This design comes from an exercise in tuning for small area, a short achievable clock period and few clock cycles per item on the open sky130 flow, not from production work. Where RTL was checked, it was by simulation tests only, not by an equivalence proof against the original. No functional check of the RTL was part of runs 2 to 5.

==> flow/design.v (outline; a module is shown in full before it is edited, if it fits) <==
// module fp_alu_seq: 300 lines
// module fp_div_step: 44 lines
// module fp_mul_cs: 1621 lines
module fp_alu_seq #(
   parameter int EXP_W = 8,
   parameter int MAN_W = 23
) (
   input  logic                   clk,
   input  logic                   rst,
   input  logic                   in_valid,
   output logic                   in_ready,
   input  logic [2:0]             op,
   input  logic [EXP_W+MAN_W:0]   a,
   input  logic [EXP_W+MAN_W:0]   b,
   output logic                   out_valid,
   input  logic                   out_ready,
   output logic [EXP_W+MAN_W:0]   result,
   output logic [3:0]             flags
);
  // ...
==> flow/flow/run.sh <==
#!/bin/bash
# Own flow: the standard layout (standard.sh), except that synthesis runs without
# the full/half-adder extraction (ADDER_MAP_FILE empty), so that ABC maps the adders
# itself. Registers, floorplan, power grid, placement, CTS and routing are the standard ones.
set -euo pipefail
bash standard.sh ADDER_MAP_FILE= synth > synth.log 2>&1
bash standard.sh finish > layout.log 2>&1
==> flow/standard.sh <==
#!/bin/bash
# synth_recipe.tcl (not shown) runs the flow's synth.tcl, then flattens the netlist and writes it again
# the make line also repeats each setting of config.mk as NAME=value (left out here)
make -C /OpenROAD-flow-scripts/flow DESIGN_CONFIG=/design/flow/config.mk WORK_HOME=/design/flow/orfs CLKGATE_MAP_FILE= SYNTH_SCRIPT=/design/flow/synth_recipe.tcl "${@:-finish}"
==> flow/config.mk <==
export PLATFORM = sky130hd
export DESIGN_NAME = fp_alu_seq
export DESIGN_NICKNAME = fp_alu_seq
export VERILOG_FILES = /design/flow/design.v
export SDC_FILE = /design/flow/constraint.sdc
export NUM_CORES = 4
export LEC_CHECK = 0
export ABC_AREA = 1
export CAP_MARGIN = 5
export CORE_MARGIN = 2
export CORE_UTILIZATION = 50
export SETUP_SLACK_MARGIN = 4
export SLEW_MARGIN = 5
==> flow/constraint.sdc <==
create_clock -name core_clock -period 11.0 [get_ports {clk}]
set_input_delay 2.2000 -clock core_clock [delete_from_list [all_inputs] [get_ports {clk}]]
set_output_delay 2.2000 -clock core_clock [all_outputs]
set_load 0.01 [all_outputs]
==> impl_results.md, run 1 <==
- Status: finished clean
- Critical Path Sink Type: output port
- Detail Route met2 WL: 76.2 mm
- Final setup fails: 0
- Non-clock buffer share: 5.09%
- Final #Nets: 7489
- Die Span Y: 313 microns
- RR Endpoint: xc1
- Core area: 94900 sq um
- Cell taking the most area after synthesis: edfxtp_1
- Top reg by flops: bq
- #FFs+latches synth: 466
- Most used cell, CP: inv_1
- Synthesized Nets: 7437
- Critical Path Sink: result[19]
- Worst-path clk slew: 0.06 ns
- Share of the synthesized area in the top cell type: 28.6%
- Synthesis-to-layout area growth: 12.9%
- Most frequent cell after synthesis: nand2_1
- Clkbuf count: 63
- Biggest cell delay along the critical path: 0.42 ns
- Compound-Gate Fraction of Synth Area: 16.2%
- Antenna Nets Post-Route: 0
- GRT Max-Usage Layer: met2
- Final setup TNS: 0 ns
- Post-synthesis cell count: 7366
- Top-Level Pins: 109
- Hold_buf cts: 0
- Met2 GRT Util: 54.2%
- Max Buffers Root-to-Sink: 3
- Final non-filler cell total: 8726
- Reg2reg setup slack: 4.32 ns
- Synth warnings: 4
- Post-Synth Adder-Cell Area: 0.105%
- Met1 WL: 77.1 mm
- Total wire length: 180 mm
- Area contributors post-synth: edfxtp_1 29%, nand2_1 15%, xor2_1 9.7%
Testbench counts, summed over its fixed seeds: cycles 3,617, items 3,000.
==> module fp_alu_seq, before the edit <==
module fp_alu_seq #(
   parameter int EXP_W = 8,
   parameter int MAN_W = 23
) (
   input  logic                   clk,
   input  logic                   rst,
   input  logic                   in_valid,
   output logic                   in_ready,
   input  logic [2:0]             op,
   input  logic [EXP_W+MAN_W:0]   a,
   input  logic [EXP_W+MAN_W:0]   b,
   output logic                   out_valid,
   input  logic                   out_ready,
   output logic [EXP_W+MAN_W:0]   result,
   output logic [3:0]             flags
);
   localparam logic [2:0] OP_SUB = 3'b001;
   localparam logic [2:0] OP_MUL = 3'b010;
   localparam logic [2:0] OP_DIV = 3'b011;
   localparam int         XST    = 2;    
   logic        v0, st0;
   logic [2:0]  op0;
   logic [31:0] a0, b0;
   logic        v1, add1, mul1, div1, s1;
   logic [9:0]  e1;
   logic [26:0] xa1;
   logic [27:0] xb1;
   logic        xc1;
   logic        sp1, spn1, spi1, sps1, nv1, dz1;
   logic        v2, div2, s2, z2;
   logic [9:0]  e2;
   logic [22:0] f2;
   logic        sp2, spn2, spi2, sps2, nv2, dz2;
   logic        dbusy;
   logic [2:0]  dcnt;
   logic [26:0] dws, dwc;
   logic [24:0] dq, dqm;
   logic [23:0] dd;
   logic        hv;           
   logic [26:0] hws, hwc;
   logic [24:0] hq;
   logic adv, adv0, accept, consume, dfree, start_in, start_r0, div0, dfin, dstep;
   assign div0     = (op0 == OP_DIV);
   assign out_valid = v2 && (!div2 || hv);
   assign adv      = !v2 || (out_ready && (!div2 || hv));
   assign consume  = v2 && div2 && adv;
   assign dfin     = dbusy && (dcnt == 3'd1) && (!hv || consume);
   assign dstep    = dbusy && ((dcnt > 3'd1) || dfin);
   assign dfree    = !dbusy || dfin;
   assign start_r0 = v0 && div0 && !st0 && dfree;
   assign adv0     = adv && (!div0 || (st0 && ({1'b0, dcnt} <= 4'(2 + XST))));
   assign in_ready = !v0 || adv0;
   assign accept   = in_valid && in_ready;
   assign start_in = accept && (op == OP_DIV) && dfree;
   logic       sa, sb, sb_eff, sx;
   logic [7:0] ea, eb;
   logic       za, zb, ia, ib, na, nb;
   logic [23:0] siga, sigb;
   logic       is_add, is_mul, is_div;
   assign sa     = a0[31];
   assign sb     = b0[31];
   assign ea     = a0[30:23];
   assign eb     = b0[30:23];
   assign za     = (ea == 8'd0);
   assign zb     = (eb == 8'd0);
   assign ia     = (ea == 8'hFF) && (a0[22:0] == 23'd0);
   assign ib     = (eb == 8'hFF) && (b0[22:0] == 23'd0);
   assign na     = (ea == 8'hFF) && (a0[22:0] != 23'd0);
   assign nb     = (eb == 8'hFF) && (b0[22:0] != 23'd0);
   assign siga   = za ? 24'd0 : {1'b1, a0[22:0]};
   assign sigb   = zb ? 24'd0 : {1'b1, b0[22:0]};
   assign sb_eff = sb ^ (op0 == OP_SUB);
   assign sx     = sa ^ sb;
   assign is_add = (op0[2:1] == 2'b00);
   assign is_mul = (op0 == OP_MUL);
   assign is_div = (op0 == OP_DIV);
   logic sp, spn, spi, sps, nv, dz;
   always_comb begin
      sp  = 1'b1;
      spn = 1'b1;
      spi = 1'b0;
      sps = 1'b0;
      nv  = 1'b0;
      dz  = 1'b0;
      if (op0[2]) begin
         nv = 1'b1;
      end else if (na || nb) begin
         nv = 1'b0;
      end else begin
         case (op0[1:0])
            2'b00, 2'b01: begin
               if (ia && ib && (sa != sb_eff)) nv = 1'b1;
               else if (ia) begin spn = 1'b0; spi = 1'b1; sps = sa; end
               else if (ib) begin spn = 1'b0; spi = 1'b1; sps = sb_eff; end
               else sp = 1'b0;
            end
            2'b10: begin
               if ((ia && zb) || (za && ib)) nv = 1'b1;
               else if (ia || ib) begin spn = 1'b0; spi = 1'b1; sps = sx; end
               else if (za || zb) begin spn = 1'b0; sps = sx; end
               else sp = 1'b0;
            end
            default: begin
               if ((za && zb) || (ia && ib)) nv = 1'b1;
               else if (ia) begin spn = 1'b0; spi = 1'b1; sps = sx; end
               else if (zb) begin spn = 1'b0; spi = 1'b1; sps = sx; dz = 1'b1; end
               else if (ib || za) begin spn = 1'b0; sps = sx; end
               else sp = 1'b0;
            end
         endcase
      end
   end
   logic        swap, big_s;
   logic [7:0]  big_e, dab, dba, ediff;
   logic [4:0]  shamt;
   logic [23:0] big_sig, sml_sig;
   logic [26:0] sml_ext, aligned;
   logic        sticky, eff_sub;
   always_comb begin
      swap    = {eb, sigb} > {ea, siga};
      big_e   = swap ? eb : ea;
      big_sig = swap ? sigb : siga;
      sml_sig = swap ? siga : sigb;
      big_s   = swap ? sb_eff : sa;
      dab     = ea - eb;
      dba     = eb - ea;
      ediff   = swap ? dba : dab;
      shamt   = (ediff > 8'd26) ? 5'd26 : ediff[4:0];
      sml_ext = {sml_sig, 3'b000};
      sticky  = |(sml_ext & ~(27'h7FFFFFF << shamt));
      aligned = (sml_ext >> shamt) | {26'd0, sticky};
      eff_sub = sa ^ sb_eff;
   end
   logic [24:0] mhs, mhc;
   logic        mlc;
   fp_mul_cs u_mul (.a({1'b1, a0[22:0]}), .b({1'b1, b0[22:0]}), .hs(mhs), .hc(mhc), .lc(mlc));
   logic [9:0] e_mul, e_div;
   assign e_mul = {2'b00, ea} + {2'b00, eb} - 10'd127;
   assign e_div = {2'b00, ea} - {2'b00, eb} + 10'd127;
   always_ff @(posedge clk) begin
      if (rst) v1 <= 1'b0;
      else if (adv) v1 <= v0 && adv0;
      if (adv) begin
         add1 <= is_add;
         mul1 <= is_mul;
         div1 <= is_div;
         s1   <= is_add ? big_s : sx;
         e1   <= is_add ? {2'b00, big_e} : is_mul ? e_mul : e_div;
         xa1  <= is_mul ? {2'b00, mhs} : {big_sig, 3'b000};
         xb1  <= is_mul ? {3'b000, mhc} : {eff_sub, aligned ^ {27{eff_sub}}};
         xc1  <= is_mul ? mlc : eff_sub;
         sp1  <= sp;
         spn1 <= spn;
         spi1 <= spi;
         sps1 <= sps;
         nv1  <= nv;
         dz1  <= dz;
      end
   end
   logic [27:0] sum, sum_n;
   logic [4:0]  lsum;
   logic [24:0] phi;    
   logic [22:0] f_add, f_mul;
   logic [9:0]  e_add, e_mn;
   always_comb begin
      sum     = {1'b0, xa1} + xb1 + {27'd0, xc1};
      lsum    = 5'd0;
      for (int i = 0; i < 28; i++) begin
         if (sum[i]) lsum = 5'(i);
      end
      sum_n   = sum << (5'd27 - lsum);
      f_add   = sum_n[26:4];
      e_add   = e1 + {5'd0, lsum} - 10'd26;
      phi     = sum[24:0];
      f_mul   = phi[24] ? phi[23:1] : phi[22:0];
      e_mn    = e1 + {9'd0, phi[24]};
   end
   localparam int BW = 42;
   logic [BW-1:0] b2n;
   assign b2n = {div1, s1, add1 && (sum == 28'd0), add1 ? e_add : mul1 ? e_mn : e1,
                 add1 ? f_add : f_mul, sp1, spn1, spi1, sps1, nv1, dz1};
   logic [BW-1:0] bq [XST+1];
   logic          vq [XST+1];
   for (genvar i = 0; i <= XST; i++) begin : g_r2
      always_ff @(posedge clk) begin
         if (rst) vq[i] <= 1'b0;
         else if (adv) vq[i] <= (i == 0) ? v1 : vq[(i == 0) ? 0 : i - 1];
         if (adv) bq[i] <= (i == 0) ? b2n : bq[(i == 0) ? 0 : i - 1];
      end
   end
   assign v2 = vq[XST];
   assign {div2, s2, z2, e2, f2, sp2, spn2, spi2, sps2, nv2, dz2} = bq[XST];
   logic [26:0] wsum;
   logic [24:0] qf;
   logic [22:0] f3;
   logic [9:0]  e2m1;
   logic [7:0]  e3;
   logic        ovf, unf, ovf_a, unf_a, ovf_b, unf_b, dhi;
   logic [31:0] res_n;
   logic [3:0]  fl_n;
   always_comb begin
      wsum  = hws + hwc;
      qf    = wsum[26] ? (hq - 25'd1) : hq;
      dhi   = qf[24];
      e2m1  = e2 - 10'd1;
      ovf_a = !e2[9] && (e2 >= 10'd255);
      unf_a = e2[9] || (e2 == 10'd0);
      ovf_b = !e2m1[9] && (e2m1 >= 10'd255);
      unf_b = e2m1[9] || (e2m1 == 10'd0);
      if (div2 && !dhi) begin
         f3  = qf[22:0];
         e3  = e2m1[7:0];
         ovf = ovf_b;
         unf = unf_b;
      end else begin
         f3  = div2 ? qf[23:1] : f2;
         e3  = e2[7:0];
         ovf = ovf_a;
         unf = unf_a;
      end
      fl_n  = 4'b0000;
      res_n = {s2, e3, f3};
      if (sp2) begin
         res_n = spn2 ? 32'h7FC00000 : {sps2, spi2 ? 8'hFF : 8'h00, 23'd0};
         fl_n  = {nv2, dz2, 2'b00};
      end else if (z2) begin
         res_n = 32'd0;
      end else if (ovf) begin
         res_n = {s2, 8'hFF, 23'd0};
         fl_n  = 4'b0010;
      end else if (unf) begin
         res_n = {s2, 31'd0};
         fl_n  = 4'b0001;
      end
   end
   assign result    = res_n;
   assign flags     = fl_n;
   always_ff @(posedge clk) begin
      if (rst) v0 <= 1'b0;
      else if (!v0 || adv0) v0 <= accept;
      if (accept) begin
         a0  <= a;
         b0  <= b;
         op0 <= op;
         st0 <= start_in;
      end else if (start_r0) begin
         st0 <= 1'b1;
      end
   end
   logic [31:0] da_src, db_src;
   logic [26:0] lws, lwc, sws1, swc1, sws2, swc2, sws3, swc3;
   logic [24:0] lq, lqm, sq1, sqm1, sq2, sqm2, sq3, sqm3;
   logic [23:0] ld;
   assign da_src = start_r0 ? a0 : a;
   assign db_src = start_r0 ? b0 : b;
   assign ld     = {1'b1, db_src[22:0]};
   fp_div_step u_ds0 (.ws({4'b0000, da_src[22:0]} | 27'h0800000), .wc(27'd0),
                      .q(25'd0), .qm({25{1'b1}}), .d(ld),
                      .ws_n(lws), .wc_n(lwc), .q_n(lq), .qm_n(lqm));
   fp_div_step u_ds1 (.ws(dws), .wc(dwc), .q(dq), .qm(dqm), .d(dd),
                      .ws_n(sws1), .wc_n(swc1), .q_n(sq1), .qm_n(sqm1));
   fp_div_step u_ds2 (.ws(sws1), .wc(swc1), .q(sq1), .qm(sqm1), .d(dd),
                      .ws_n(sws2), .wc_n(swc2), .q_n(sq2), .qm_n(sqm2));
   fp_div_step u_ds3 (.ws(sws2), .wc(swc2), .q(sq2), .qm(sqm2), .d(dd),
                      .ws_n(sws3), .wc_n(swc3), .q_n(sq3), .qm_n(sqm3));
   always_ff @(posedge clk) begin
      if (rst) begin
         dbusy <= 1'b0;
         dcnt  <= 3'd0;
         hv    <= 1'b0;
      end else begin
         if (start_in || start_r0) begin
            dbusy <= 1'b1;
            dcnt  <= 3'd4;
         end else if (dstep) begin
            dcnt  <= dcnt - 3'd1;
            if (dfin) dbusy <= 1'b0;
         end
         if (dfin) hv <= 1'b1;
         else if (consume) hv <= 1'b0;
      end
      if (start_in || start_r0) begin
         dws <= lws;
         dwc <= lwc;
         dq  <= lq;
         dqm <= lqm;
         dd  <= ld;
      end else if (dstep) begin
         dws <= sws3;
         dwc <= swc3;
         dq  <= sq3;
         dqm <= sqm3;
      end
      if (dfin) begin
         hws <= sws3;
         hwc <= swc3;
         hq  <= sq3;
      end
   end
endmodule
==> run 2: changes to the inputs <==
--- a/flow/design.v
+++ b/flow/design.v
@@ -17,7 +17,7 @@
    localparam logic [2:0] OP_SUB = 3'b001;
    localparam logic [2:0] OP_MUL = 3'b010;
    localparam logic [2:0] OP_DIV = 3'b011;
-   localparam int         XST    = 2;    
+   localparam int         K      = 4;    
    logic        v0, st0;
    logic [2:0]  op0;
    logic [31:0] a0, b0;
@@ -27,10 +27,10 @@
    logic [27:0] xb1;
    logic        xc1;
    logic        sp1, spn1, spi1, sps1, nv1, dz1;
-   logic        v2, div2, s2, z2;
-   logic [9:0]  e2;
-   logic [22:0] f2;
-   logic        sp2, spn2, spi2, sps2, nv2, dz2;
+   logic        v2, div2;
+   logic        v3;
+   logic [31:0] res3;
+   logic [3:0]  fl3;
    logic        dbusy;
    logic [2:0]  dcnt;
    logic [26:0] dws, dwc;
@@ -41,14 +41,13 @@
    logic [24:0] hq;
    logic adv, adv0, accept, consume, dfree, start_in, start_r0, div0, dfin, dstep;
    assign div0     = (op0 == OP_DIV);
-   assign out_valid = v2 && (!div2 || hv);
-   assign adv      = !v2 || (out_ready && (!div2 || hv));
+   assign adv      = !(v3 && !out_ready) && !(v2 && div2 && !hv);
    assign consume  = v2 && div2 && adv;
    assign dfin     = dbusy && (dcnt == 3'd1) && (!hv || consume);
    assign dstep    = dbusy && ((dcnt > 3'd1) || dfin);
    assign dfree    = !dbusy || dfin;
    assign start_r0 = v0 && div0 && !st0 && dfree;
-   assign adv0     = adv && (!div0 || (st0 && ({1'b0, dcnt} <= 4'(2 + XST))));
+   assign adv0     = adv && (!div0 || (st0 && ({1'b0, dcnt} <= 4'(K))));
    assign in_ready = !v0 || adv0;
    assign accept   = in_valid && in_ready;
    assign start_in = accept && (op == OP_DIV) && dfree;
@@ -157,84 +156,149 @@
          dz1  <= dz;
       end
    end
-   logic [27:0] sum, sum_n;
+   logic [27:0] sum;
+   assign sum = {1'b0, xa1} + xb1 + {27'd0, xc1};
+   logic        va, adda, mula, diva, sa2, spa, spna, spia, spsa, nva, dza;
+   logic [9:0]  ea2;
+   logic [27:0] suma;
+   always_ff @(posedge clk) begin
+      if (rst) va <= 1'b0;
+      else if (adv) va <= v1;
+      if (adv) begin
+         adda <= add1;
+         mula <= mul1;
+         diva <= div1;
+         sa2  <= s1;
+         ea2  <= e1;
+         suma <= sum;
+         spa  <= sp1;
+         spna <= spn1;
+         spia <= spi1;
+         spsa <= sps1;
+         nva  <= nv1;
+         dza  <= dz1;
+      end
+   end
+   logic [27:0] sum_n;
    logic [4:0]  lsum;
    logic [24:0] phi;    
    logic [22:0] f_add, f_mul;
    logic [9:0]  e_add, e_mn;
    always_comb begin
-      sum     = {1'b0, xa1} + xb1 + {27'd0, xc1};
       lsum    = 5'd0;
       for (int i = 0; i < 28; i++) begin
-         if (sum[i]) lsum = 5'(i);
+         if (suma[i]) lsum = 5'(i);
       end
-      sum_n   = sum << (5'd27 - lsum);
+      sum_n   = suma << (5'd27 - lsum);
       f_add   = sum_n[26:4];
-      e_add   = e1 + {5'd0, lsum} - 10'd26;
-      phi     = sum[24:0];
+      e_add   = ea2 + {5'd0, lsum} - 10'd26;
+      phi     = suma[24:0];
       f_mul   = phi[24] ? phi[23:1] : phi[22:0];
-      e_mn    = e1 + {9'd0, phi[24]};
+      e_mn    = ea2 + {9'd0, phi[24]};
+   end
+   logic        vb, divb, sb2, zb2, spb, spnb, spib, spsb, nvb, dzb;
+   logic [9:0]  eb2;
+   logic [22:0] fb2;
+   always_ff @(posedge clk) begin
+      if (rst) vb <= 1'b0;
+      else if (adv) vb <= va;
+      if (adv) begin
+         divb <= diva;
+         sb2  <= sa2;
+         zb2  <= adda && (suma == 28'd0);
+         eb2  <= adda ? e_add : mula ? e_mn : ea2;
+         fb2  <= adda ? f_add : f_mul;
+         spb  <= spa;
+         spnb <= spna;
+         spib <= spia;
+         spsb <= spsa;
+         nvb  <= nva;
+         dzb  <= dza;
+      end
    end
-   localparam int BW = 42;
-   logic [BW-1:0] b2n;
-   assign b2n = {div1, s1, add1 && (sum == 28'd0), add1 ? e_add : mul1 ? e_mn : e1,
-                 add1 ? f_add : f_mul, sp1, spn1, spi1, sps1, nv1, dz1};
-   logic [BW-1:0] bq [XST+1];
-   logic          vq [XST+1];
-   for (genvar i = 0; i <= XST; i++) begin : g_r2
-      always_ff @(posedge clk) begin
-         if (rst) vq[i] <= 1'b0;
-         else if (adv) vq[i] <= (i == 0) ? v1 : vq[(i == 0) ? 0 : i - 1];
-         if (adv) bq[i] <= (i == 0) ? b2n : bq[(i == 0) ? 0 : i - 1];
+   logic [9:0]  ebm1;
+   logic        ovf_a, unf_a, ovf_b, unf_b;
+   logic [31:0] res_c;
+   logic [3:0]  fl_c;
+   always_comb begin
+      ebm1  = eb2 - 10'd1;
+      ovf_a = !eb2[9] && (eb2 >= 10'd255);
+      unf_a = eb2[9] || (eb2 == 10'd0);
+      ovf_b = !ebm1[9] && (ebm1 >= 10'd255);
+      unf_b = ebm1[9] || (ebm1 == 10'd0);
+      fl_c  = 4'b0000;
+      res_c = {sb2, eb2[7:0], fb2};
+      if (divb) begin
+         res_c = {4'd0, sb2, eb2[7:0], ebm1[7:0], 1'b0, ovf_a, unf_a, ovf_b, unf_b,
+                  spb, spnb, spib, spsb, nvb, dzb};
+      end else if (spb) begin
+         res_c = spnb ? 32'h7FC00000 : {spsb, spib ? 8'hFF : 8'h00, 23'd0};
+         fl_c  = {nvb, dzb, 2'b00};
+      end else if (zb2) begin
+         res_c = 32'd0;
+      end else if (ovf_a) begin
+         res_c = {sb2, 8'hFF, 23'd0};
+         fl_c  = 4'b0010;
+      end else if (unf_a) begin
+         res_c = {sb2, 31'd0};
+         fl_c  = 4'b0001;
+      end
+   end
+   logic [31:0] res2;
+   logic [3:0]  fl2;
+   always_ff @(posedge clk) begin
+      if (rst) v2 <= 1'b0;
+      else if (adv) v2 <= vb;
+      if (adv) begin
+         div2 <= divb;
+         res2 <= res_c;
+         fl2  <= fl_c;
       end
    end
-   assign v2 = vq[XST];
-   assign {div2, s2, z2, e2, f2, sp2, spn2, spi2, sps2, nv2, dz2} = bq[XST];
    logic [26:0] wsum;
    logic [24:0] qf;
-   logic [22:0] f3;
-   logic [9:0]  e2m1;
-   logic [7:0]  e3;
-   logic        ovf, unf, ovf_a, unf_a, ovf_b, unf_b, dhi;
+   logic        dhi, dsg, dov, dun, dsp, dspn, dspi, dsps, dnv, ddz;
+   logic [7:0]  de8;
+   logic [22:0] df;
    logic [31:0] res_n;
    logic [3:0]  fl_n;
    always_comb begin
+      {dsg, de8} = res2[27:19];
+      {dsp, dspn, dspi, dsps, dnv, ddz} = res2[5:0];
       wsum  = hws + hwc;
       qf    = wsum[26] ? (hq - 25'd1) : hq;
       dhi   = qf[24];
-      e2m1  = e2 - 10'd1;
-      ovf_a = !e2[9] && (e2 >= 10'd255);
-      unf_a = e2[9] || (e2 == 10'd0);
-      ovf_b = !e2m1[9] && (e2m1 >= 10'd255);
-      unf_b = e2m1[9] || (e2m1 == 10'd0);
-      if (div2 && !dhi) begin
-         f3  = qf[22:0];
-         e3  = e2m1[7:0];
-         ovf = ovf_b;
-         unf = unf_b;
-      end else begin
-         f3  = div2 ? qf[23:1] : f2;
-         e3  = e2[7:0];
-         ovf = ovf_a;
-         unf = unf_a;
-      end
+      df    = dhi ? qf[23:1] : qf[22:0];
+      dov   = dhi ? res2[9] : res2[7];
+      dun   = dhi ? res2[8] : res2[6];
+      res_n = {dsg, dhi ? de8 : res2[18:11], df};
       fl_n  = 4'b0000;
-      res_n = {s2, e3, f3};
-      if (sp2) begin
-         res_n = spn2 ? 32'h7FC00000 : {sps2, spi2 ? 8'hFF : 8'h00, 23'd0};
-         fl_n  = {nv2, dz2, 2'b00};
-      end else if (z2) begin
-         res_n = 32'd0;
-      end else if (ovf) begin
-         res_n = {s2, 8'hFF, 23'd0};
+      if (dsp) begin
+         res_n = dspn ? 32'h7FC00000 : {dsps, dspi ? 8'hFF : 8'h00, 23'd0};
+         fl_n  = {dnv, ddz, 2'b00};
+      end else if (dov) begin
+         res_n = {dsg, 8'hFF, 23'd0};
          fl_n  = 4'b0010;
-      end else if (unf) begin
-         res_n = {s2, 31'd0};
+      end else if (dun) begin
+         res_n = {dsg, 31'd0};
          fl_n  = 4'b0001;
       end
+      if (!div2) begin
+         res_n = res2;
+         fl_n  = fl2;
+      end
+   end
+   always_ff @(posedge clk) begin
+      if (rst) v3 <= 1'b0;
+      else if (!(v3 && !out_ready)) v3 <= adv && v2;
+      if (adv && v2) begin
+         res3 <= res_n;
+         fl3  <= fl_n;
+      end
    end
-   assign result    = res_n;
-   assign flags     = fl_n;
+   assign out_valid = v3;
+   assign result    = res3;
+   assign flags     = fl3;
    always_ff @(posedge clk) begin
       if (rst) v0 <= 1'b0;
       else if (!v0 || adv0) v0 <= accept;
--- a/flow/config.mk
+++ b/flow/config.mk
@@ -6,8 +6,8 @@
 export NUM_CORES = 4
 export LEC_CHECK = 0
 export ABC_AREA = 1
-export CAP_MARGIN = 5
+export CAP_MARGIN = 20
 export CORE_MARGIN = 2
-export CORE_UTILIZATION = 50
+export CORE_UTILIZATION = 40
 export SETUP_SLACK_MARGIN = 4
-export SLEW_MARGIN = 5
+export SLEW_MARGIN = 20
==> impl_results.md, run 2 <==
- Status: finished clean (unchanged)
- Biggest cell delay along the critical path: 0.49 ns (was 0.42 ns)
- Hold_buf cts: 0 (unchanged)
- PnR worst setup slack: 4.38 ns (was 4.20 ns)
- Pin count of the biggest net entering global routing: 206 (was 125)
- Share of the synthesized area in the top cell type: 30.2% (was 28.6%)
- Placed Instances: 8902 (was 8522)
- CP Max Fanout: 33 (was 4)
- Most frequent cells in the layout: 1737 x nand2_1, 943 x inv_1, 780 x nor2_1 (was 1867 x nand2_1, 877 x inv_1, 781 x nor2_1)
- Period utilization: 60.2% (was 61.8%)
- Total wire length: 174 mm (was 180 mm)
- Final hold vios: 0 (unchanged)
- CP max-delay cell: edfxtp_1 (unchanged)
- Critical Path Sink Type: flop (was output port)
- CP required: 11.35 ns (was 8.80 ns)
- Max-cap viol count: 0 (unchanged)
- Slew @ Worst Pin: 1.01 ns (was 1.06 ns)
- IO Port Bufs: 108 (unchanged)
- Syn Area/Cell: 6.64 sq um (was 6.49 sq um)
- CP delay by family, top: simple AND/OR/NAND/NOR gates (unchanged)
- Critical path class: flop to flop (was flop to output port)
- Most frequent cell after synthesis: nand2_1 (unchanged)
- Number of flops mapped to enable cells by yosys: 493 (was 456)
- Critical path launch point type: flop (unchanged)
- Die Wd: 354 microns (was 313 microns)
- Vias in the first global route: 45800 (was 44600)
- Diodes inserted: 0 (was 2)
- #FFs+latches synth: 504 (was 466)
- Routability cong.: 0.935 (was 0.962)
- Rows: 128 (was 113)
- Fmax: 151 MHz (was 147 MHz)
- Final Skew: 0.0691 ns (was 0.0605 ns)
- Vias: 49500 (was 50100)
- Top-Level Pins: 109 (unchanged)
- Via-per-instance ratio: 5.45 (was 5.74)
- Final setup fails: 0 (unchanged)
- CTS Buf Count: 57 (was 52)
- TritonCTS clock tree: yes (unchanged)
- Post-synth top cells: 1774 x nand2_1, 948 x inv_1, 802 x nor2_1, 587 x o21ai_0, 532 x xor2_1 (was 1930 x nand2_1, 895 x inv_1, 810 x nor2_1, 531 x xor2_1, 511 x o21ai_0)
- Most common cell after layout, fill and taps aside: nand2_1 (unchanged)
- Die Span Y: 354 microns (was 313 microns)
- Post-synth cell types: 72 (was 71)
- Worst-path clk slew: 0.06 ns (about the same)
- Register area share after synthesis: 30.6% (was 29.0%)
- GRT overflow: 0 (unchanged)
- Place WS: 1.77 ns (was 2.07 ns)
- WP data arrival: 6.97 ns (was 4.60 ns)
- Final setup TNS: 0 ns (unchanged)
- Initial antenna violation count: 1 (was 5)
- Final non-filler cell total: 9087 (was 8726)
- Max Buffers Root-to-Sink: 3 (unchanged)
- Core area: 122000 sq um (was 94900 sq um)
- Layout cells sized above 1: 8.79% (was 9.56%)
- Die area: 125000 sq um (was 98200 sq um)
- Max Slew Vio Count: 0 (unchanged)
- Most used cell, CP: nand2_1 (was inv_1)
- Hpwl dp: 124 mm (was 126 mm)
- TritonRoute pass-1 iters: 8 (was 10)
- H-tree Lvls: 2 (unchanged)
- Clock sinks: 504 (was 466)
- Root buffer cell: clkbuf_16 (unchanged)
- Final #Nets: 7486 (was 7489)
- Clock Latency Late Sink: 0.67 ns (about the same)
- First-pass GRT wire length: 265 mm (was 268 mm)
- Antenna Nets Post-Route: 0 (unchanged)
- Synth warnings: 2 (was 4)
- Post-synth ARST share: 0% (unchanged)
- Main synth FF type: edfxtp_1 (unchanged)
- RSZ-0062 raised after global routing: true (unchanged)
- GRT Total Usage: 26.7% (was 35.5%)
- DR iter-0 viols: 4852 (was 5460)
- Area contributors post-synth: edfxtp_1 30%, nand2_1 14%, xor2_1 9.5% (was edfxtp_1 29%, nand2_1 15%, xor2_1 9.7%)
- Synthesized Nets: 7455 (was 7437)
- Initial Util: 40.3% (was 50.4%)
- Cell taking the most area after synthesis: edfxtp_1 (unchanged)
- Slew margin rel.: 32.4% (was 29.1%)
- Fin crit period: 6.62 ns (was 6.80 ns)
- Mapped Area: 49000 sq um (was 47800 sq um)
- Wire length per cell: 19.2 microns (was 20.6 microns)
- Post-synthesis cell count: 7384 (was 7366)
- DRC: 0 (unchanged)
- Worst Hold Class: flop to flop (unchanged)
- Buf+Inv Stages, Crit Path: 7 (was 6)
- Synthesis-to-layout area growth: 12.9% (about the same)
- Final core area utilization: 45.5% (was 56.9%)
[run 2: cell types whose count changed after synthesis, sizes merged, moves of 17 or more]
cell    delta
edfxtp    +37
nand2    -146
a21oi     +38
mux2i     -24
o21ai     +72
nand3     -57
or2       +17
o211ai    +24
inv       +53
[run 2: what timing repair did]
action / CTS / global route
pin swaps: 8 / 42
resized for setup: 61 / 141
endpoints found under the setup margin: 181 / 170
hold endpoints to repair: 0 / 0
cloned: 5 / 6
setup buffers: 20 / 47
[run 2: final timing paths]
path              startpoint      end  slack [ns]  cells after the start
hold / removal          diva     divb        0.41                      0
setup / recovery     dwc[21]  dws[25]        4.38                     45
hold reg to reg         diva     divb        0.41                      0
setup reg to reg     dwc[21]  dws[25]        4.38                     45
[run 2: per-layer routing]
| layer | GRT usage [%] | part of all wire (%) | routed length, microns | vias up |
|---|---|---|---|---|
| met3 | 3.21 | 7.6 | 13200 | 409 |
| met1 | 36.1 | 43 | 75300 | 22800 |
| met2 | 43.2 | 45 | 77800 | 1991 |
| met4 | 11.4 | 4.6 | 8020 | 0 |
| li1 | - | - | - | 24400 |
| met5 | 0 | 0 | 0 | - |
[run 2: logic make-up after synthesis]
logic type / after synthesis / share of synthesized area, %
simple gates: 3375 / 29.1
compound gates: 1492 / 17.5
buf+inv: 1331 / 10.5
xor+xnor: 660 / 11.8
flops: 504 / 30.6
mux: 14 / 0.286
fa+ha+maj: 8 / 0.163
[run 2: worst register-to-register path: cells and delay by family (launching register included)]
family	cells	cell delay (ns)
AOI/OAI and AO/OA	4	0.84
and+or+nand+nor	34	3.93
DFF	1	0.49
buffers and inverters	7	1.12
[run 2: stage by stage]
step           hold WS (ns)  cell area (sq um)
2_1_floorplan         0.400              49100
3_3_place_gp          0.403              51700
3_5_place_dp          0.405              51700
4_1_cts               0.412              54200
5_1_grt               0.419              55300
6_report              0.413              55300
[run 2: final cells by class]
type,instances,area [sq um]
Clock buffer,70,1490
Clock inverter,36,507
Fill cell,12500,66400
Inverter,1012,3880
Multi-Input combinational cell,5556,29700
Sequential cell,504,15000
Tap cell,1625,2030
Timing Repair Buffer,283,2710
Timing Repair inverter,1,5.00
==> run 3: changes to the inputs <==
--- a/flow/config.mk
+++ b/flow/config.mk
@@ -8,6 +8,6 @@
 export ABC_AREA = 1
 export CAP_MARGIN = 20
 export CORE_MARGIN = 2
-export CORE_UTILIZATION = 40
+export CORE_UTILIZATION = 50
 export SETUP_SLACK_MARGIN = 4
 export SLEW_MARGIN = 20
==> impl_results.md, run 3 <==
- Status: finished clean (unchanged)
- Mapped Area: 49000 sq um (unchanged)
- Cell taking the most area after synthesis: edfxtp_1 (unchanged)
- Critical path class: flop to flop (unchanged)
- Layout cells sized above 1: 9.08% (was 8.79%)
- Multi-input logic area: 29800 sq um (was 29700 sq um)
- Post-synthesis cell count: 7384 (unchanged)
- IO Port Bufs: 108 (unchanged)
- Number of flops mapped to enable cells by yosys: 493 (unchanged)
- WP data arrival: 7.15 ns (was 6.97 ns)
- Worst Hold Class: flop to flop (unchanged)
- Area contributors post-synth: edfxtp_1 30%, nand2_1 14%, xor2_1 9.5% (unchanged)
- Synth warnings: 2 (unchanged)
- Top-Level Pins: 109 (unchanged)
- Die Wd: 317 microns (was 354 microns)
- Final-layout fill cell count: 9494 (was 12500)
- First-pass GRT wire length: 266 mm (was 265 mm)
- Register area share after synthesis: 30.6% (unchanged)
- Root buffer cell: clkbuf_16 (unchanged)
- Routability cong.: 0.956 (was 0.935)
- Fin crit period: 6.74 ns (was 6.62 ns)
- Hold_buf cts: 0 (unchanged)
- Max-cap viol count: 0 (unchanged)
- Antenna Nets Post-Route: 0 (unchanged)
- Final setup fails: 0 (unchanged)
- Max Buffers Root-to-Sink: 3 (unchanged)
- Slew @ Worst Pin: 1.09 ns (was 1.01 ns)
- CP max-delay cell: edfxtp_1 (unchanged)
- Place WS: 2.02 ns (was 1.77 ns)
- Seq. cell area: 15000 sq um (unchanged)
- Initial Util: 50.5% (was 40.3%)
- Clock Latency Late Sink: 0.69 ns (was 0.67 ns)
- Fmax: 148 MHz (was 151 MHz)
- Main synth FF type: edfxtp_1 (unchanged)
- Core area: 97000 sq um (was 122000 sq um)
- Most common cell after layout, fill and taps aside: nand2_1 (unchanged)
- Synthesis-to-layout area growth: 12.3% (was 12.9%)
- Final #Nets: 7511 (was 7486)
- Period utilization: 61.3% (was 60.2%)
- Vias: 50100 (was 49500)
- CP required: 11.41 ns (was 11.35 ns)
- Die Span Y: 317 microns (was 354 microns)
- PnR worst setup slack: 4.26 ns (was 4.38 ns)
- Biggest cell delay along the critical path: 0.57 ns (was 0.49 ns)
- Critical path launch point type: flop (unchanged)
- H-tree Lvls: 2 (unchanged)
- GRT overflow: 0 (unchanged)
- Hold_ws: 0.403 ns (was 0.413 ns)
- Post-synth top cells: 1774 x nand2_1, 948 x inv_1, 802 x nor2_1, 587 x o21ai_0, 532 x xor2_1 (unchanged)
- CP Max Fanout: 11 (was 33)
- Syn Area/Cell: 6.64 sq um (unchanged)
- Final Skew: 0.0506 ns (was 0.0691 ns)
- Clock sinks: 504 (unchanged)
- GRT Total Usage: 34.4% (was 26.7%)
- DR iter-0 viols: 5566 (was 4852)
- Share of the synthesized area in the top cell type: 30.2% (unchanged)
- Final setup TNS: 0 ns (unchanged)
- Total wire length: 179 mm (was 174 mm)
- Most frequent cell after synthesis: nand2_1 (unchanged)
- TritonRoute pass-1 iters: 6 (was 8)
- Most used cell, CP: nand2_1 (unchanged)
- Die area: 101000 sq um (was 125000 sq um)
- Slew margin rel.: 26.9% (was 32.4%)
- Hpwl dp: 125 mm (was 124 mm)
- Via-per-instance ratio: 5.72 (was 5.45)
- Most frequent cells in the layout: 1735 x nand2_1, 943 x inv_1, 781 x nor2_1 (was 1737 x nand2_1, 943 x inv_1, 780 x nor2_1)
- RSZ-0062 raised after global routing: false (was true)
- Initial antenna violation count: 8 (was 1)
- Max Slew Vio Count: 0 (unchanged)
- #FFs+latches synth: 504 (unchanged)
- Final hold vios: 0 (unchanged)
- Vias in the first global route: 45400 (was 45800)
- TritonCTS clock tree: yes (unchanged)
- Synthesized Nets: 7455 (unchanged)
- DRC: 0 (unchanged)
- Critical Path Sink Type: flop (unchanged)
- Rows: 114 (was 128)
- Post-synth cell types: 72 (unchanged)
- Reg2reg setup slack: 4.26 ns (was 4.38 ns)
- Wire length per cell: 20.4 microns (was 19.2 microns)
- CTS Buf Count: 57 (unchanged)
- Pin count of the biggest net entering global routing: 168 (was 206)
- Worst-path clk slew: 0.06 ns (about the same)
- Post-synth ARST share: 0% (unchanged)
[run 3: layout make-up]
class                      instances  share of cell area (%)
sequential                       504                    27.3
timing repair inverter             2                  0.0296
clock inverter                    35                   0.759
inverter                        1012                    7.04
tap                             1276                    2.90
timing repair buffer             302                    5.08
clock buffer                      72                    2.71
multi-input combinational       5561                    54.2
antenna                            1                 0.00455
[run 3: what timing repair did]
| item | CTS | global route |
|---|---|---|
| pin swaps | 8 | 50 |
| setup buffers | 21 | 70 |
| gates resized for setup | 65 | 141 |
| gates cloned | 7 | 9 |
| endpoints found under the setup margin | 184 | 181 |
[run 3: worst paths after layout]
kind	from	end	depth (start not counted)
hold / removal	dz1	dza	0
setup reg to reg	dd[21]	dws[5]	53
setup / recovery	dd[21]	dws[5]	53
hold reg to reg	dz1	dza	0
[run 3: critical path, delay by kind of cell (launching register included)]
| kind | cells | cell delay (ns) |
|---|---|---|
| AND/OR/NAND/NOR | 42 | 4.48 |
| buffers and inverters | 7 | 0.85 |
| AO/OA/AOI/OAI | 4 | 0.49 |
| flip-flops | 1 | 0.57 |
[run 3: cell families (layout without fill, tap and decap cells)]
kind of cell             Yosys count  after routing  synth area share (%)
AO/OA/AOI/OAI                   1492           1493                  17.5
XOR/XNOR                         660            660                  11.8
adder cells (fa/ha/maj)            8              8                 0.163
buffers and inverters           1331           1423                  10.5
flip-flops                       504            504                  30.6
multiplexers                      14             14                 0.286
other                              0              1                     0
AND/OR/NAND/NOR                 3375           3386                  29.1
[run 3: stage by stage]
stage	instance area (sq um)	cells	util [%]
CTS	53700	8685	55.4
global route	55000	8764	56.7
floorplan	49100	7384	-
finish	55000	8765	56.7
global placement	51300	8550	52.8
detailed placement	51300	8550	52.8
[run 3: routing by layer]
layer / vias up / global-route usage [%] / wire length [microns]
met5: - / 0 / 37
met4: 6 / 15.0 / 9230
met3: 458 / 5.33 / 16200
met2: 2314 / 54.1 / 78400
met1: 22900 / 46.8 / 74700
li1: 24400 / - / -
==> run 4: changes to the inputs <==
--- a/flow/design.v
+++ b/flow/design.v
@@ -38,7 +38,7 @@
    logic [23:0] dd;
    logic        hv;           
    logic [26:0] hws, hwc;
-   logic [24:0] hq;
+   logic [24:0] hq, hqm;
    logic adv, adv0, accept, consume, dfree, start_in, start_r0, div0, dfin, dstep;
    assign div0     = (op0 == OP_DIV);
    assign adv      = !(v3 && !out_ready) && !(v2 && div2 && !hv);
@@ -116,14 +116,14 @@
    logic [26:0] sml_ext, aligned;
    logic        sticky, eff_sub;
    always_comb begin
-      swap    = {eb, sigb} > {ea, siga};
+      swap    = b0[30:0] > a0[30:0];
       big_e   = swap ? eb : ea;
       big_sig = swap ? sigb : siga;
       sml_sig = swap ? siga : sigb;
       big_s   = swap ? sb_eff : sa;
       dab     = ea - eb;
       dba     = eb - ea;
-      ediff   = swap ? dba : dab;
+      ediff   = (eb > ea) ? dba : dab;    
       shamt   = (ediff > 8'd26) ? 5'd26 : ediff[4:0];
       sml_ext = {sml_sig, 3'b000};
       sticky  = |(sml_ext & ~(27'h7FFFFFF << shamt));
@@ -266,7 +266,7 @@
       {dsg, de8} = res2[27:19];
       {dsp, dspn, dspi, dsps, dnv, ddz} = res2[5:0];
       wsum  = hws + hwc;
-      qf    = wsum[26] ? (hq - 25'd1) : hq;
+      qf    = wsum[26] ? hqm : hq;
       dhi   = qf[24];
       df    = dhi ? qf[23:1] : qf[22:0];
       dov   = dhi ? res2[9] : res2[7];
@@ -359,6 +359,7 @@
          hws <= sws3;
          hwc <= swc3;
          hq  <= sq3;
+         hqm <= sqm3;
       end
    end
 endmodule
--- a/flow/config.mk
+++ b/flow/config.mk
@@ -8,6 +8,6 @@
 export ABC_AREA = 1
 export CAP_MARGIN = 20
 export CORE_MARGIN = 2
-export CORE_UTILIZATION = 50
+export CORE_UTILIZATION = 40
 export SETUP_SLACK_MARGIN = 4
 export SLEW_MARGIN = 20
==> impl_results.md, run 4 <==
- Hold_buf cts: 0 (unchanged)
- Total wire length: 184 mm (was 179 mm)
- IO Port Bufs: 108 (unchanged)
- Most common cell after layout, fill and taps aside: nand2_1 (unchanged)
- CP Max Fanout: 7 (was 11)
- WHS Path Cells: 0 (unchanged)
- Critical Path Sink Type: output port (was flop)
- Most frequent cells in the layout: 1820 x nand2_1, 962 x inv_1, 747 x nor2_1 (was 1735 x nand2_1, 943 x inv_1, 781 x nor2_1)
- Reg2reg setup slack: 4.27 ns (was 4.26 ns)
- DR iter-0 viols: 4896 (was 5566)
- Worst R2R Path Depth: 50 (was 53)
- PnR worst setup slack: 4.23 ns (was 4.26 ns)
- Final non-filler cell total: 9267 (was 8765)
- Max-cap viol count: 0 (unchanged)
- CP max-delay cell: clkdlybuf4s50_1 (was edfxtp_1)
- Critical path class: input port to output port (was flop to flop)
- Final #Nets: 7652 (was 7511)
- Most frequent cell after synthesis: nand2_1 (unchanged)
- Placed Area: 52800 sq um (was 51300 sq um)
- Hold Path Sink: nvb (was dza)
- Number of flops mapped to enable cells by yosys: 518 (was 493)
- Fmax: 148 MHz (about the same)
- Hold_ws: 0.419 ns (was 0.403 ns)
- DRC: 0 (unchanged)
- Placed Instances: 9054 (was 8550)
- Wire length per cell: 19.9 microns (was 20.4 microns)
- Initial Util: 40.4% (was 50.5%)
- Fin area: 56700 sq um (was 55000 sq um)
- Main synth FF type: edfxtp_1 (unchanged)
- WP data arrival: 4.57 ns (was 7.15 ns)
- Critical hold path startpoint: nva (was dz1)
- Hpwl dp: 131 mm (was 125 mm)
- Cell taking the most area after synthesis: edfxtp_1 (unchanged)
- Routability cong.: 0.961 (was 0.956)
- Share of the synthesized area in the top cell type: 31.0% (was 30.2%)
- First-pass GRT wire length: 275 mm (was 266 mm)
- Top-Level Pins: 109 (unchanged)
- Slew @ Worst Pin: 1.10 ns (was 1.09 ns)
- Period utilization: 61.6% (was 61.3%)
- Status: finished clean (unchanged)
- Rows: 129 (was 114)
- Post-synth cell types: 71 (was 72)
- Final Skew: 0.0555 ns (was 0.0506 ns)
- Critical path launch point type: input port (was flop)
- Final hold vios: 0 (unchanged)
- #FFs+latches synth: 529 (was 504)
- Synth warnings: 2 (unchanged)
- Worst Hold Class: flop to flop (unchanged)
- Area contributors post-synth: edfxtp_1 31%, nand2_1 14%, xor2_1 9.1% (was edfxtp_1 30%, nand2_1 14%, xor2_1 9.5%)
- Post-synth top cells: 1877 x nand2_1, 975 x inv_1, 762 x nor2_1, 620 x o21ai_0, 519 x xor2_1 (was 1774 x nand2_1, 948 x inv_1, 802 x nor2_1, 587 x o21ai_0, 532 x xor2_1)
- Pin count of the biggest net entering global routing: 118 (was 168)
- GRT Total Usage: 27.6% (was 34.4%)
- Layout cells sized above 1: 9.58% (was 9.08%)
- GRT overflow: 0 (unchanged)
- CP required: 8.80 ns (was 11.41 ns)
- CTS Buf Count: 56 (was 57)
- Place WS: 2.45 ns (was 2.02 ns)
- Initial antenna violation count: 4 (was 8)
- Worst-path clk slew: 0.06 ns (about the same)
- TritonRoute pass-1 iters: 6 (unchanged)
- Via-per-instance ratio: 5.53 (was 5.72)
- Root buffer cell: clkbuf_16 (unchanged)
- RSZ-0062 raised after global routing: true (was false)
- Slew margin rel.: 26.5% (was 26.9%)
- Fin crit period: 6.77 ns (was 6.74 ns)
- Cell Chain, Critical Path: clkdlybuf4s50_1, nor2_1, inv_1, o21ai_1, a21oi_1, nor2_1, inv_1, clkdlybuf4s50_1
- Biggest cell delay along the critical path: 0.51 ns (was 0.57 ns)
- H-tree Lvls: 2 (unchanged)
- Max Buffers Root-to-Sink: 3 (unchanged)
- Final setup fails: 0 (unchanged)
- Final setup TNS: 0 ns (unchanged)
- Vias: 51300 (was 50100)
- Reg-to-Reg Start: dws[25] (was dd[21])
- Max Slew Vio Count: 0 (unchanged)
- Vias in the first global route: 46200 (was 45400)
- Mapped Area: 50200 sq um (was 49000 sq um)
- Register area share after synthesis: 31.4% (was 30.6%)
- Clock sinks: 529 (was 504)
- Die Wd: 358 microns (was 317 microns)
- Synthesized Nets: 7600 (was 7455)
- Post-synth ARST share: 0% (unchanged)
- Die area: 128000 sq um (was 101000 sq um)
- RR Endpoint: dwc[20] (was dws[5])
- Syn Area/Cell: 6.66 sq um (was 6.64 sq um)
- Die Span Y: 358 microns (was 317 microns)
- Core area: 124000 sq um (was 97000 sq um)
- Clock Latency Late Sink: 0.67 ns (was 0.69 ns)
- Antenna Nets Post-Route: 0 (unchanged)
- Post-synthesis cell count: 7529 (was 7384)
- TritonCTS clock tree: yes (unchanged)
- Synthesis-to-layout area growth: 13.1% (was 12.3%)
run 4: cell types whose count changed after synthesis, sizes merged, moves of 13 or more:
| cell | before | now |
|---|---|---|
| o32ai | 3 | 30 |
| xnor2 | 126 | 110 |
| xor2 | 534 | 519 |
| nand2 | 1821 | 1918 |
| nand3 | 393 | 461 |
| edfxtp | 493 | 518 |
| o22ai | 341 | 324 |
| o21ai | 635 | 673 |
| nor2 | 815 | 777 |
| clkbuf | 216 | 229 |
| inv | 991 | 1012 |
| o211ai | 67 | 45 |
| a21oi | 292 | 276 |
run 4: kinds of logic (layout without fill, tap and decap cells):
logic type / after synthesis / in the layout / synth area share (%)
and+or+nand+nor: 3491 / 3502 / 29.5
muxes: 17 / 17 / 0.339
DFF: 529 / 529 / 31.4
buffers and inverters: 1363 / 1450 / 10.5
adders and majority gates: 7 / 7 / 0.140
AOI/OAI and AO/OA: 1493 / 1495 / 17.1
other: 0 / 1 / 0
xor gates and xnor gates: 629 / 629 / 11.0
run 4: how the worst max path moves through the flow:
stage / to / depth (start not counted) / from / slack (ns)
final: in_ready / 8 / out_ready / 4.23
after global placement: dqm[4] / 46 / dd[22] / 2.60
after floorplan: add1 / 4 / out_ready / 4.06
after detailed placement: dqm[4] / 46 / dd[22] / 2.45
after CTS: hws[26] / 47 / dws[22] / 3.99
after global routing: dws[23] / 55 / dd[22] / 3.87
run 4: area by class of cell:
class | instances | area (sq um)
Fill cell | 12600 | 67400
Multi-Input combinational cell | 5650 | 30200
Sequential cell | 529 | 15800
Inverter | 1027 | 3920
Timing Repair Buffer | 316 | 2870
Tap cell | 1637 | 2050
Clock buffer | 63 | 1430
Clock inverter | 43 | 515
Timing Repair inverter | 1 | 5.00
Antenna cell | 1 | 2.50
run 4: through the flow:
stage          util [%]
6_report           45.7
5_1_grt            45.7
4_1_cts            44.6
3_5_place_dp       42.6
3_3_place_gp       42.6
2_1_floorplan         -
run 4: metal layers:
metal  up-vias  global-route usage [%]  part of all wire (%)
li1      24900                       -                     -
met4         4                    10.9                   4.5
met3       474                    3.06                   8.2
met2      2313                    44.7                    45
met1     23600                    37.6                    43
met5         -                       0                 0.012
run 4: timing repair:
item | 4_1_cts | 5_1_grt
resized for setup | 55 | 183
endpoints found under the hold margin | 0 | 0
buffers inserted | 29 | 58
pin swaps | 12 | 47
gates cloned | 8 | 11
setup endpoints to repair | 218 | 219
run 4: critical path: cells and delay by family:
kind	cells	cell delay, ns
buf+inv	4	1.14
compound gates	2	0.62
simple gates	2	0.61
==> module fp_div_step, before the edit <==
module fp_div_step (
   input  logic [26:0] ws,
   input  logic [26:0] wc,
   input  logic [24:0] q,
   input  logic [24:0] qm,
   input  logic [23:0] d,
   output logic [26:0] ws_n,
   output logic [26:0] wc_n,
   output logic [24:0] q_n,
   output logic [24:0] qm_n
);
   logic signed [6:0] y, m2, m1, m0, mn1;
   logic        pos, neg, two, one;
   logic [26:0] md, cm, s4, c4;
   always_comb begin
      y = ws[26:20] + wc[26:20];
      case (d[22:20])
         3'd0:    begin m2 = 7'sd12; m1 = 7'sd4; m0 = -7'sd4; mn1 = -7'sd13; end
         3'd1:    begin m2 = 7'sd14; m1 = 7'sd4; m0 = -7'sd6; mn1 = -7'sd15; end
         3'd2:    begin m2 = 7'sd15; m1 = 7'sd4; m0 = -7'sd6; mn1 = -7'sd16; end
         3'd3:    begin m2 = 7'sd16; m1 = 7'sd4; m0 = -7'sd6; mn1 = -7'sd18; end
         3'd4:    begin m2 = 7'sd18; m1 = 7'sd6; m0 = -7'sd8; mn1 = -7'sd20; end
         3'd5:    begin m2 = 7'sd20; m1 = 7'sd6; m0 = -7'sd8; mn1 = -7'sd20; end
         3'd6:    begin m2 = 7'sd20; m1 = 7'sd8; m0 = -7'sd8; mn1 = -7'sd22; end
         default: begin m2 = 7'sd24; m1 = 7'sd8; m0 = -7'sd8; mn1 = -7'sd24; end
      endcase
      pos = (y >= m1);
      neg = (y < m0);
      two = (y >= m2) || (y < mn1);
      one = !two && (pos || neg);
      md  = two ? {d, 3'b000} : one ? {1'b0, d, 2'b00} : 27'd0;
      cm  = pos ? ~md : md;
      s4  = {ws[24:0], 2'b00};
      c4  = {wc[24:0], 2'b00};
      ws_n = s4 ^ c4 ^ cm;
      wc_n = {(s4[25:0] & c4[25:0]) | (s4[25:0] & cm[25:0]) | (c4[25:0] & cm[25:0]), pos};
      if (pos)      q_n = {q[22:0], two ? 2'b10 : 2'b01};
      else if (neg) q_n = {qm[22:0], two ? 2'b10 : 2'b11};
      else          q_n = {q[22:0], 2'b00};
      if (pos)      qm_n = {q[22:0], two ? 2'b01 : 2'b00};
      else if (neg) qm_n = {qm[22:0], two ? 2'b01 : 2'b10};
      else          qm_n = {qm[22:0], 2'b11};
   end
endmodule
==> run 5: changes to the inputs <==
--- a/flow/design.v
+++ b/flow/design.v
@@ -311,6 +311,19 @@
          st0 <= 1'b1;
       end
    end
+   function automatic logic [27:0] sel_thr(input logic [2:0] di);
+      case (di)
+         3'd0:    sel_thr = {7'sd12, 7'sd4, -7'sd4, -7'sd13};
+         3'd1:    sel_thr = {7'sd14, 7'sd4, -7'sd6, -7'sd15};
+         3'd2:    sel_thr = {7'sd15, 7'sd4, -7'sd6, -7'sd16};
+         3'd3:    sel_thr = {7'sd16, 7'sd4, -7'sd6, -7'sd18};
+         3'd4:    sel_thr = {7'sd18, 7'sd6, -7'sd8, -7'sd20};
+         3'd5:    sel_thr = {7'sd20, 7'sd6, -7'sd8, -7'sd20};
+         3'd6:    sel_thr = {7'sd20, 7'sd8, -7'sd8, -7'sd22};
+         default: sel_thr = {7'sd24, 7'sd8, -7'sd8, -7'sd24};
+      endcase
+   endfunction
+   logic [27:0] lthr, dthr;     
    logic [31:0] da_src, db_src;
    logic [26:0] lws, lwc, sws1, swc1, sws2, swc2, sws3, swc3;
    logic [24:0] lq, lqm, sq1, sqm1, sq2, sqm2, sq3, sqm3;
@@ -318,14 +331,15 @@
    assign da_src = start_r0 ? a0 : a;
    assign db_src = start_r0 ? b0 : b;
    assign ld     = {1'b1, db_src[22:0]};
+   assign lthr   = sel_thr(db_src[22:20]);
    fp_div_step u_ds0 (.ws({4'b0000, da_src[22:0]} | 27'h0800000), .wc(27'd0),
-                      .q(25'd0), .qm({25{1'b1}}), .d(ld),
+                      .q(25'd0), .qm({25{1'b1}}), .d(ld), .m(lthr),
                       .ws_n(lws), .wc_n(lwc), .q_n(lq), .qm_n(lqm));
-   fp_div_step u_ds1 (.ws(dws), .wc(dwc), .q(dq), .qm(dqm), .d(dd),
+   fp_div_step u_ds1 (.ws(dws), .wc(dwc), .q(dq), .qm(dqm), .d(dd), .m(dthr),
                       .ws_n(sws1), .wc_n(swc1), .q_n(sq1), .qm_n(sqm1));
-   fp_div_step u_ds2 (.ws(sws1), .wc(swc1), .q(sq1), .qm(sqm1), .d(dd),
+   fp_div_step u_ds2 (.ws(sws1), .wc(swc1), .q(sq1), .qm(sqm1), .d(dd), .m(dthr),
                       .ws_n(sws2), .wc_n(swc2), .q_n(sq2), .qm_n(sqm2));
-   fp_div_step u_ds3 (.ws(sws2), .wc(swc2), .q(sq2), .qm(sqm2), .d(dd),
+   fp_div_step u_ds3 (.ws(sws2), .wc(swc2), .q(sq2), .qm(sqm2), .d(dd), .m(dthr),
                       .ws_n(sws3), .wc_n(swc3), .q_n(sq3), .qm_n(sqm3));
    always_ff @(posedge clk) begin
       if (rst) begin
@@ -349,6 +363,7 @@
          dq  <= lq;
          dqm <= lqm;
          dd  <= ld;
+         dthr <= lthr;
       end else if (dstep) begin
          dws <= sws3;
          dwc <= swc3;
@@ -369,6 +384,7 @@
    input  logic [24:0] q,
    input  logic [24:0] qm,
    input  logic [23:0] d,
+   input  logic [27:0] m,       
    output logic [26:0] ws_n,
    output logic [26:0] wc_n,
    output logic [24:0] q_n,
@@ -379,16 +395,7 @@
    logic [26:0] md, cm, s4, c4;
    always_comb begin
       y = ws[26:20] + wc[26:20];
-      case (d[22:20])
-         3'd0:    begin m2 = 7'sd12; m1 = 7'sd4; m0 = -7'sd4; mn1 = -7'sd13; end
-         3'd1:    begin m2 = 7'sd14; m1 = 7'sd4; m0 = -7'sd6; mn1 = -7'sd15; end
-         3'd2:    begin m2 = 7'sd15; m1 = 7'sd4; m0 = -7'sd6; mn1 = -7'sd16; end
-         3'd3:    begin m2 = 7'sd16; m1 = 7'sd4; m0 = -7'sd6; mn1 = -7'sd18; end
-         3'd4:    begin m2 = 7'sd18; m1 = 7'sd6; m0 = -7'sd8; mn1 = -7'sd20; end
-         3'd5:    begin m2 = 7'sd20; m1 = 7'sd6; m0 = -7'sd8; mn1 = -7'sd20; end
-         3'd6:    begin m2 = 7'sd20; m1 = 7'sd8; m0 = -7'sd8; mn1 = -7'sd22; end
-         default: begin m2 = 7'sd24; m1 = 7'sd8; m0 = -7'sd8; mn1 = -7'sd24; end
-      endcase
+      {m2, m1, m0, mn1} = m;
       pos = (y >= m1);
       neg = (y < m0);
       two = (y >= m2) || (y < mn1);
==> impl_results.md, run 5 <==
- Status: finished clean (unchanged)
- Via-per-instance ratio: 5.54 (was 5.53)
- Buf+Inv Stages, Crit Path: 7 (was 4)
- Clock Latency Late Sink: 0.68 ns (was 0.67 ns)
- CP Max Fanout: 42 (was 7)
- Hold_ws: 0.418 ns (was 0.419 ns)
- Final Skew: 0.0477 ns (was 0.0555 ns)
- Max Slew Vio Count: 0 (unchanged)
- Worst R2R Path Depth: 47 (was 50)
- Worst Hold Class: flop to flop (unchanged)
- RR Endpoint: dws[25] (was dwc[20])
- Fmax: 148 MHz (about the same)
- CP required: 11.43 ns (was 8.80 ns)
- Final setup fails: 0 (unchanged)
- Post-synth ARST share: 0% (unchanged)
- Routability cong.: 0.943 (was 0.961)
- Place WS: 2.21 ns (was 2.45 ns)
- Wire length per cell: 20.3 microns (was 19.9 microns)
- Die area: 129000 sq um (was 128000 sq um)
- CP delay by family, top: simple AND/OR/NAND/NOR gates (was buffers and inverters)
- Core area: 126000 sq um (was 124000 sq um)
- First-pass GRT wire length: 280 mm (was 275 mm)
- TritonRoute pass-1 iters: 8 (was 6)
- Final setup TNS: 0 ns (unchanged)
- Hold Path Sink: ea2[9] (was nvb)
- Vias: 51500 (was 51300)
- Worst-path clk slew: 0.06 ns (about the same)
- Clock sinks: 543 (was 529)
- Initial Util: 40.3% (was 40.4%)
- WP data arrival: 7.19 ns (was 4.57 ns)
- GRT overflow: 0 (unchanged)
- Initial antenna violation count: 6 (was 4)
- CTS Buf Count: 61 (was 56)
- IO Port Bufs: 108 (unchanged)
- H-tree Lvls: 2 (unchanged)
- Slew @ Worst Pin: 1.16 ns (was 1.10 ns)
- Hpwl dp: 131 mm (about the same)
- Number of flops mapped to enable cells by yosys: 532 (was 518)
- Final hold vios: 0 (unchanged)
- Post-synthesis cell count: 7560 (was 7529)
- Hold_buf cts: 0 (unchanged)
- Most common cell after layout, fill and taps aside: nand2_1 (unchanged)
- Pin count of the biggest net entering global routing: 144 (was 118)
- Synthesis-to-layout area growth: 12.8% (was 13.1%)
- Rows: 130 (was 129)
- GRT Max-Usage Layer: met2 (unchanged)
- DR iter-0 viols: 5632 (was 4896)
- Cell taking the most area after synthesis: edfxtp_1 (unchanged)
- Most frequent cell after synthesis: nand2_1 (unchanged)
- Post-synth top cells: 1928 x nand2_1, 1022 x inv_1, 777 x nor2_1, 587 x o21ai_0, 532 x edfxtp_1 (was 1877 x nand2_1, 975 x inv_1, 762 x nor2_1, 620 x o21ai_0, 519 x xor2_1)
- Area contributors post-synth: edfxtp_1 32%, nand2_1 14%, xor2_1 9.0% (was edfxtp_1 31%, nand2_1 14%, xor2_1 9.1%)
- WP depth: 47 (was 8)
- WHS Path Cells: 0 (unchanged)
- Reg2reg setup slack: 4.24 ns (was 4.27 ns)
- Vias in the first global route: 47000 (was 46200)
- Slew margin rel.: 22.3% (was 26.5%)
- PnR worst setup slack: 4.24 ns (was 4.23 ns)
- Die Wd: 360 microns (was 358 microns)
- RSZ-0062 raised after global routing: true (unchanged)
- Share of the synthesized area in the top cell type: 31.5% (was 31.0%)
- Mapped Area: 50600 sq um (was 50200 sq um)
- Critical Path Sink Type: flop (was output port)
- Reg-to-Reg Start: dwc[21] (was dws[25])
- Layout cells sized above 1: 9.28% (was 9.58%)
- #FFs+latches synth: 543 (was 529)
- Period utilization: 61.5% (was 61.6%)
- Placed Area: 53300 sq um (was 52800 sq um)
- DRC: 0 (unchanged)
- Critical path launch point type: flop (was input port)
- Main synth FF type: edfxtp_1 (unchanged)
- Synth warnings: 2 (unchanged)
- Met1 usage: 37.4% (was 37.6%)
- GRT Total Usage: 27.7% (was 27.6%)
- Syn Area/Cell: 6.70 sq um (was 6.66 sq um)
- Met2 GRT Util: 44.4% (was 44.7%)
- Critical path class: flop to flop (was input port to output port)
- Register area share after synthesis: 32.0% (was 31.4%)
- TritonCTS clock tree: yes (unchanged)
- Max-cap viol count: 0 (unchanged)
- Post-synth cell types: 65 (was 71)
- Most frequent cells in the layout: 1894 x nand2_1, 1015 x inv_1, 764 x nor2_1 (was 1820 x nand2_1, 962 x inv_1, 747 x nor2_1)
- CP max-delay cell: edfxtp_1 (was clkdlybuf4s50_1)
- Final #Nets: 7676 (was 7652)
- Critical hold path startpoint: e1[9] (was nva)
- Antenna Nets Post-Route: 0 (unchanged)
- Synthesized Nets: 7631 (was 7600)
- Root buffer cell: clkbuf_16 (unchanged)
- Fin area: 57100 sq um (was 56700 sq um)
- Fin crit period: 6.76 ns (was 6.77 ns)
- Max Buffers Root-to-Sink: 3 (unchanged)
- M3 GR Usage: 3.54% (was 3.06%)
- Biggest cell delay along the critical path: 0.49 ns (was 0.51 ns)
- Final core area utilization: 45.5% (was 45.7%)
- Die Span Y: 360 microns (was 358 microns)
- Total wire length: 189 mm (was 184 mm)
- Top-Level Pins: 109 (unchanged)
[run 5: changes by cell type after synthesis, sizes merged, moves of 13 or more]
cell,before,now
o21ai,673,609
a21oi,276,301
nor2,777,791
nand3,461,402
edfxtp,518,532
nand3b,41,28
buf,107,87
inv,1012,1062
nand2,1918,1997
[run 5: per-layer routing]
layer | wire (microns) | share of wire [%]
met5 | 23 | 0.012
met4 | 9670 | 5.1
met3 | 16200 | 8.6
met2 | 82600 | 44
met1 | 80400 | 43
[run 5: what timing repair did]
item	CTS	global route
gates resized for setup	50	105
buffers inserted	15	56
endpoints found under the setup margin	186	222
gates cloned	12	14
pin swaps	11	49
[run 5: cell type report]
type	count	area (sq um)
clock inverter	50	662
timing repair buffer	279	2510
antenna	1	2.50
tap	1650	2060
clock buffer	66	1550
timing repair inverter	4	35.0
fill	12800	68500
sequential	543	16200
multi-input combinational	5638	30000
inverter	1078	4120
[run 5: through the flow]
step                cells
CTS                  9238
floorplan            7560
detailed placement   9095
finish               9309
global placement     9095
global route         9308
[run 5: worst max-delay path by stage]
stage / endpoint / start / slack (ns)
after floorplan: add1 / out_ready / 4.06
after global placement: dws[25] / dws[24] / 2.32
after detailed placement: dws[25] / dws[21] / 2.21
after CTS: dws[22] / dws[21] / 4.04
after global routing: dwc[11] / dwc[21] / 3.92
final: dws[25] / dwc[21] / 4.24
[run 5: kinds of logic after synthesis]
kind of cell | synth area share [%]
multiplexers | 0.356
XOR/XNOR | 10.9
AND/OR/NAND/NOR | 29.6
AO/OA/AOI/OAI | 16.6
flip-flops | 32.0
adder cells (fa/ha/maj) | 0.0593
buffers and inverters | 10.6

afterwards: timing with drivers on the ports:
How much do the figures lean on ideal ports? The routed layouts below were timed once more, with nothing changed but the port constraints.
Step 1, drivers: a clkbuf_16 drives clk and a buf_2 each remaining input, both assumed.
Step 2 times the ports against the registers' clock, not the clock port: input delays grow and output delays shrink by t, the midpoint of the rising clock arrivals with the driver on.
a / b / c = ideal / step 1 / step 2; a / b = the first two.
run	t (ns)	setup WS [ns]	hold slack, ns	latest minus earliest clock arrival (ns)	worst register clock-pin slew, ns
run 1	0.715	4.197 / 4.119 / 3.878	0.416 / 0.416 / 0.416	0.061 / 0.061	0.07 / 0.07
run 2	0.703	4.377 / 4.377 / 4.203	0.413 / 0.413 / 0.413	0.070 / 0.071	0.07 / 0.07
run 3	0.736	4.262 / 4.262 / 3.909	0.403 / 0.403 / 0.403	0.053 / 0.052	0.08 / 0.08
run 4	0.708	4.229 / 4.198 / 3.810	0.419 / 0.419 / 0.419	0.063 / 0.062	0.07 / 0.07
run 5	0.722	4.239 / 4.239 / 3.763	0.418 / 0.418 / 0.418	0.049 / 0.049	0.08 / 0.08
After both steps every run listed still meets setup and hold. The setup slack of run 5, which loses most, moves by 0.000 ns with the drivers and by -0.476 ns with both steps.
